This design comes from an exercise in tuning for small area on the open sky130 flow, not from production work. At most, simulation tests tie the RTL to the original design; equivalence was not proved. Power figures rest on the tool's default switching activity, not on a simulated workload.

==> flow/design.v (excerpt) <==
module cond_alu_shift_mult_branch_execute_unit (
  input  logic        clk_i,
  input  logic        rst_ni,
  input  logic        exe_valid_i,
  output logic        exe_ready_o,
  input  logic [1:0]  exe_func_i,
  input  logic [3:0]  exe_cond_i,
  input  logic [3:0]  exe_opcode_i,
  input  logic        exe_imm_operand_i,
  input  logic        exe_set_flags_i,
  input  logic [3:0]  exe_reg_n_i,
  input  logic [3:0]  exe_reg_d_i,
  input  logic [11:0] exe_operand2_i,
  input  logic        exe_accumulate_or_link_i,
  input  logic [23:0] exe_branch_offset_i,
  input  logic [31:0] exe_load_value_i,
  output logic        res_valid_o,
  input  logic        res_ready_i,
  output logic        res_executed_o,
  output logic        res_wrote_register_o,
  output logic [3:0]  res_dest_reg_o,
  output logic [31:0] res_result_o,
  output logic        res_flag_n_o,
  output logic        res_flag_z_o,
  output logic        res_flag_c_o,
  output logic        res_flag_v_o,
  output logic        res_flush_o
);
Settings: LEC_CHECK=0, CAP_MARGIN=20, CORE_MARGIN=2, CORE_UTILIZATION=70, SLEW_MARGIN=20; clock period 20.0 ns.
standard.sh (not shown) runs the stock make flow with config.mk's settings and CLKGATE_MAP_FILE= SYNTH_SCRIPT=/design/flow/synth_recipe.tcl, a recipe that flattens the netlist after the stock synthesis.
==> flow/flow/run.sh <==
#!/bin/bash
# Standard ORFS layout with three changes:
#  - synthesis maps the logic with flow/abc_area.script (through flow/my_synth.tcl,
#    which is synth_recipe.tcl plus an abc wrapper); registers are untouched
#  - the ports get buf_1 buffers
#  - CTS uses clkbuf_8 with small sink clusters and inserts no dummy loads
set -euo pipefail
export MY_ABC_SCRIPT=$PWD/flow/abc_area.script
bash standard.sh \
  "SYNTH_SCRIPT=$PWD/flow/my_synth.tcl" \
  'BUFFER_PORTS_ARGS=-buffer_cell sky130_fd_sc_hd__buf_1' \
  'CTS_ARGS=-sink_clustering_enable -repair_clock_nets -dont_use_dummy_load -buf_list sky130_fd_sc_hd__clkbuf_8 -sink_clustering_size 20 -sink_clustering_max_diameter 60' \
  finish > flow_make.log 2>&1
==> flow/flow/abc_area.script <==
strash
&get -n
&st
&syn2
&dch -f
&put
amap
topo
dnsize -c
==> flow/flow/my_synth.tcl <==
proc synth {args} { yosys synth -nofsm -noshare {*}$args }
# map the logic with the abc script named by MY_ABC_SCRIPT instead of ORFS's
proc abc {args} {
  set i [lsearch -exact $args -script]
  if { $i >= 0 && [info exists ::env(MY_ABC_SCRIPT)] } {
    lset args [expr {$i + 1}] $::env(MY_ABC_SCRIPT)
  }
  yosys abc {*}$args
}
source $::env(SCRIPTS_DIR)/synth.tcl
# left out here: clear keep_hierarchy, flatten, clean up, hide names made inside functions, write 1_2_yosys.v
Then changed:
--- a/flow/design.v
+++ b/flow/design.v
@@ -211,43 +211,44 @@
   logic [15:0]       head;
   logic [15:0]       rin;
   logic [15:0]       we;
   logic              wd;
   logic [3:0]        ax;
   logic              xh, yh;
   always_comb begin
     for (int i = 0; i < 16; i++) head[i] = rf_q[i][0];
   end
-  assign ax = is_br ? 4'd15 : (in_pre ? o2[3:0] : exe_reg_n_i);
-  assign xh = head[ax];
+  assign ax = in_pre ? o2[3:0] : exe_reg_n_i;
+  assign xh = is_br ? head[15] : head[ax];
   assign yh = head[o2[11:8]];
   always_comb begin
-    for (int i = 0; i < 16; i++) rin[i] = !clr_q && (we[i] ? wd : head[i]);
+    for (int i = 0; i < 16; i++) rin[i] = (we[i] || clr_q) ? wd : head[i];
   end
   always_ff @(posedge clk_i) begin
     for (int i = 0; i < 16; i++) rf_q[i] <= {rin[i], rf_q[i][31:1]};
   end
   logic [7:0]  kreg_q;
   logic        sign_q;
   logic [7:0]  k8;
   logic [1:0]  ty;
   logic [4:0]  k5;
   logic        kz, big, eq32;
   logic [4:0]  tap;
   logic [31:0] p_q;
+  logic [31:0] pn_q;    
+  assign p_q = ~pn_q;
   logic        rot;
   logic        lo_ok;    
   logic        hi_ok;    
   logic        bsh;
-  always_ff @(posedge clk_i) begin
-    if (in_pre && c_q[4:3] == 2'd0) kreg_q <= {yh, kreg_q[7:1]};
-    if (in_pre && last)             sign_q <= xh;
-  end
+  logic [8:0] m_q;
+  assign kreg_q = m_q[7:0];
+  assign sign_q = m_q[8];
   always_comb begin
     if (exe_imm_operand_i) begin
       k8 = {3'd0, o2[11:8], 1'b0};
       ty = 2'd3;
     end else begin
       k8 = o2[4] ? kreg_q : {3'd0, o2[11:7]};
       ty = o2[6:5];
     end
   end
@@ -300,19 +301,19 @@
   end
   assign psum[32] = pc[32];
   always_comb begin
     ptop = 1'b0;
     if (in_pre && is_dp)  ptop = exe_imm_operand_i ? psum[0] : xh;
     if (in_alu && is_dp)  ptop = psum[0];
     if (in_alu && is_mul) ptop = psum[32];
   end
   always_ff @(posedge clk_i) begin
-    p_q <= {ptop, psum[31:1]};
+    pn_q <= ~{ptop, psum[31:1]};
   end
   logic        a, b, inva, invb, cin, x, y, s, co;
   logic        cy_q, zf_q;
   logic        arith;
   always_comb begin
     a = xh;
     b = bsh;
     if (in_pre) begin
       b = (c_q[4:1] != 4'd0);                        
@@ -357,41 +358,42 @@
     else                            shc = rot;
   end
   always_ff @(posedge clk_i) begin
     if (arith)              cy_q <= co;
     else if (c_q == 5'd0)   cy_q <= shc0;
     zf_q <= ((c_q == 5'd0) || zf_q) && !rbit;
   end
   always_comb begin
     we = '0;
-    wd = in_pre ? s : rbit;
+    wd = !clr_q && (in_pre ? s : rbit);
     if (in_alu && wr_main) we[target] = 1'b1;
     if (in_pre && is_br)   we[14]     = 1'b1;
   end
   logic       accept;
   logic       ex_q, wr_q;
   logic [3:0] dst_q;
+  assign ex_q  = m_q[5];
+  assign wr_q  = m_q[4];
+  assign dst_q = m_q[3:0];
   assign accept = exe_ready_o && exe_valid_i;
   always_ff @(posedge clk_i or negedge rst_ni) begin
     if (!rst_ni) begin
       fl_q <= 4'd0;
     end else if (accept && exec && exe_set_flags_i && !is_br && !is_ld) begin
       fl_q[3] <= rbit;
       fl_q[2] <= zf_q && !rbit;
       if (is_dp) fl_q[1] <= logic_op ? shc : co;
     end
   end
   always_ff @(posedge clk_i) begin
-    if (accept) begin
-      ex_q  <= exec;
-      wr_q  <= wr_main;
-      dst_q <= wr_main ? target : 4'd0;
-    end
+    if (in_pre && c_q[4:3] == 2'd0) m_q[7:0] <= {yh, m_q[7:1]};
+    else if (accept)                m_q[5:0] <= {exec, wr_main, wr_main ? target : 4'd0};
+    if (in_pre && last)             m_q[8]   <= xh;
   end
   assign res_valid_o          = rv_q;
   assign res_executed_o       = ex_q;
   assign res_wrote_register_o = wr_q;
   assign res_dest_reg_o       = dst_q;
   assign res_flag_n_o         = fl_q[3];
   assign res_flag_z_o         = fl_q[2];
   assign res_flag_c_o         = fl_q[1];
   assign res_flag_v_o         = fl_q[0];
Final area is lower by 1.7%.
Fmax came out lower by 6.7%.
Non-clock buffer count rises by 5.
Synthesized area goes down by 1.8%.
Routed wire length went down by 2.5%.
Power fell by 0.52%.
Cell count falls by 3.0%.
First-iteration DRC count decreases by 3.5%.
Clock power hardly moves.
Via count barely changes.
Global-route usage shrinks by 0.33 points.
Clock skew rises by 0.025 ns.
Hold slack loses 0.0046 ns.

* * *

Starting RTL as in the previous note.
==> flow/config.mk <==
export PLATFORM = sky130hd
export DESIGN_NAME = cond_alu_shift_mult_branch_execute_unit
export DESIGN_NICKNAME = cond_alu_shift_mult_branch_execute_unit
export VERILOG_FILES = /design/flow/design.v
export SDC_FILE = /design/flow/constraint.sdc
export NUM_CORES = 4
export LEC_CHECK = 0
export CAP_MARGIN = 20
export CORE_MARGIN = 2
export CORE_UTILIZATION = 70
export SLEW_MARGIN = 20
==> flow/constraint.sdc <==
create_clock -name core_clock -period 20.0 [get_ports {clk_i}]
set_input_delay 4.0000 -clock core_clock [delete_from_list [all_inputs] [get_ports {clk_i}]]
set_output_delay 4.0000 -clock core_clock [all_outputs]
set_load 0.01 [all_outputs]
==> flow/flow/run.sh <==
#!/bin/bash
# Standard ORFS layout; the ports get buf_1 buffers and CTS inserts no dummy loads.
set -euo pipefail
bash standard.sh \
  'BUFFER_PORTS_ARGS=-buffer_cell sky130_fd_sc_hd__buf_1' \
  'CTS_ARGS=-sink_clustering_enable -repair_clock_nets -dont_use_dummy_load -buf_list sky130_fd_sc_hd__clkbuf_8 -sink_clustering_size 20 -sink_clustering_max_diameter 60' \
  finish > flow_make.log 2>&1
Edit:
--- a/flow/design.v
+++ b/flow/design.v
@@ -234,18 +234,17 @@
   logic        kz, big, eq32;
   logic [4:0]  tap;
   logic [31:0] p_q;
   logic        rot;
   logic        lo_ok;    
   logic        hi_ok;    
   logic        bsh;
-  always_ff @(posedge clk_i) begin
-    if (in_pre && c_q[4:3] == 2'd0) kreg_q <= {yh, kreg_q[7:1]};
-    if (in_pre && last)             sign_q <= xh;
-  end
+  logic [8:0] m_q;
+  assign kreg_q = m_q[7:0];
+  assign sign_q = m_q[8];
   always_comb begin
     if (exe_imm_operand_i) begin
       k8 = {3'd0, o2[11:8], 1'b0};
       ty = 2'd3;
     end else begin
       k8 = o2[4] ? kreg_q : {3'd0, o2[11:7]};
       ty = o2[6:5];
@@ -366,30 +365,31 @@
     wd = in_pre ? s : rbit;
     if (in_alu && wr_main) we[target] = 1'b1;
     if (in_pre && is_br)   we[14]     = 1'b1;
   end
   logic       accept;
   logic       ex_q, wr_q;
   logic [3:0] dst_q;
+  assign ex_q  = m_q[5];
+  assign wr_q  = m_q[4];
+  assign dst_q = m_q[3:0];
   assign accept = exe_ready_o && exe_valid_i;
   always_ff @(posedge clk_i or negedge rst_ni) begin
     if (!rst_ni) begin
       fl_q <= 4'd0;
     end else if (accept && exec && exe_set_flags_i && !is_br && !is_ld) begin
       fl_q[3] <= rbit;
       fl_q[2] <= zf_q && !rbit;
       if (is_dp) fl_q[1] <= logic_op ? shc : co;
     end
   end
   always_ff @(posedge clk_i) begin
-    if (accept) begin
-      ex_q  <= exec;
-      wr_q  <= wr_main;
-      dst_q <= wr_main ? target : 4'd0;
-    end
+    if (in_pre && c_q[4:3] == 2'd0) m_q[7:0] <= {yh, m_q[7:1]};
+    else if (accept)                m_q[5:0] <= {exec, wr_main, wr_main ? target : 4'd0};
+    if (in_pre && last)             m_q[8]   <= xh;
   end
   assign res_valid_o          = rv_q;
   assign res_executed_o       = ex_q;
   assign res_wrote_register_o = wr_q;
   assign res_dest_reg_o       = dst_q;
   assign res_flag_n_o         = fl_q[3];
   assign res_flag_z_o         = fl_q[2];
Result:
- utilization falls by 1.3 points
- setup slack gets better by 0.14 ns
- wire length rises by 8.9%
- maximum frequency rises by 0.81%
- die area rises by 1.3%
- sequential power stays flat
- final area rises by 0.94%
- synthesized area rises by 1.4%
- non-clock buffer count rises by 1
- final cell count rises by 2.5%
- combinational power rises by about 1%
- via count rises by 4.0%
Function not checked in the second run of this note: the RTL went through the layout flow alone.

-- static timing again, ports no longer ideal --
The results above use ideal ports. As a check the final layouts listed here were re-extracted and re-timed, cells and wires unchanged. Step 1 assumes that a clkbuf_16 drives the clock port and a buf_2 every other input. Step 2 adds t to the input delays and takes it off the output delays; t is the mean of the earliest and latest rising clock arrival at the registers after step 1. Input paths then give back, and output paths get back, about the clock's delay inside the block. a / b / c = ideal / step 1 / step 2; a / b = the first two.
run	t, ns	setup slack, ns	worst setup path at the end	latest minus earliest clock arrival (ns)	worst slew at a driven data input, ns
the first run of note 1	0.585	2.309 / 2.313 / 1.728	input to register	0.050 / 0.049	0.09
the second run of note 1	0.568	1.033 / 1.012 / 0.445	input to register	0.076 / 0.075	0.14
the first run of note 2	0.577	2.240 / 2.222 / 1.645	input to register	0.061 / 0.061	0.06
the second run of note 2	0.572	2.383 / 2.333 / 1.762	input to register	0.135 / 0.135	0.09
After both steps setup and hold are still met in every run listed. The setup slack of the second run of note 2, which loses most, moves by -0.050 ns with the drivers and by -0.621 ns with both steps.
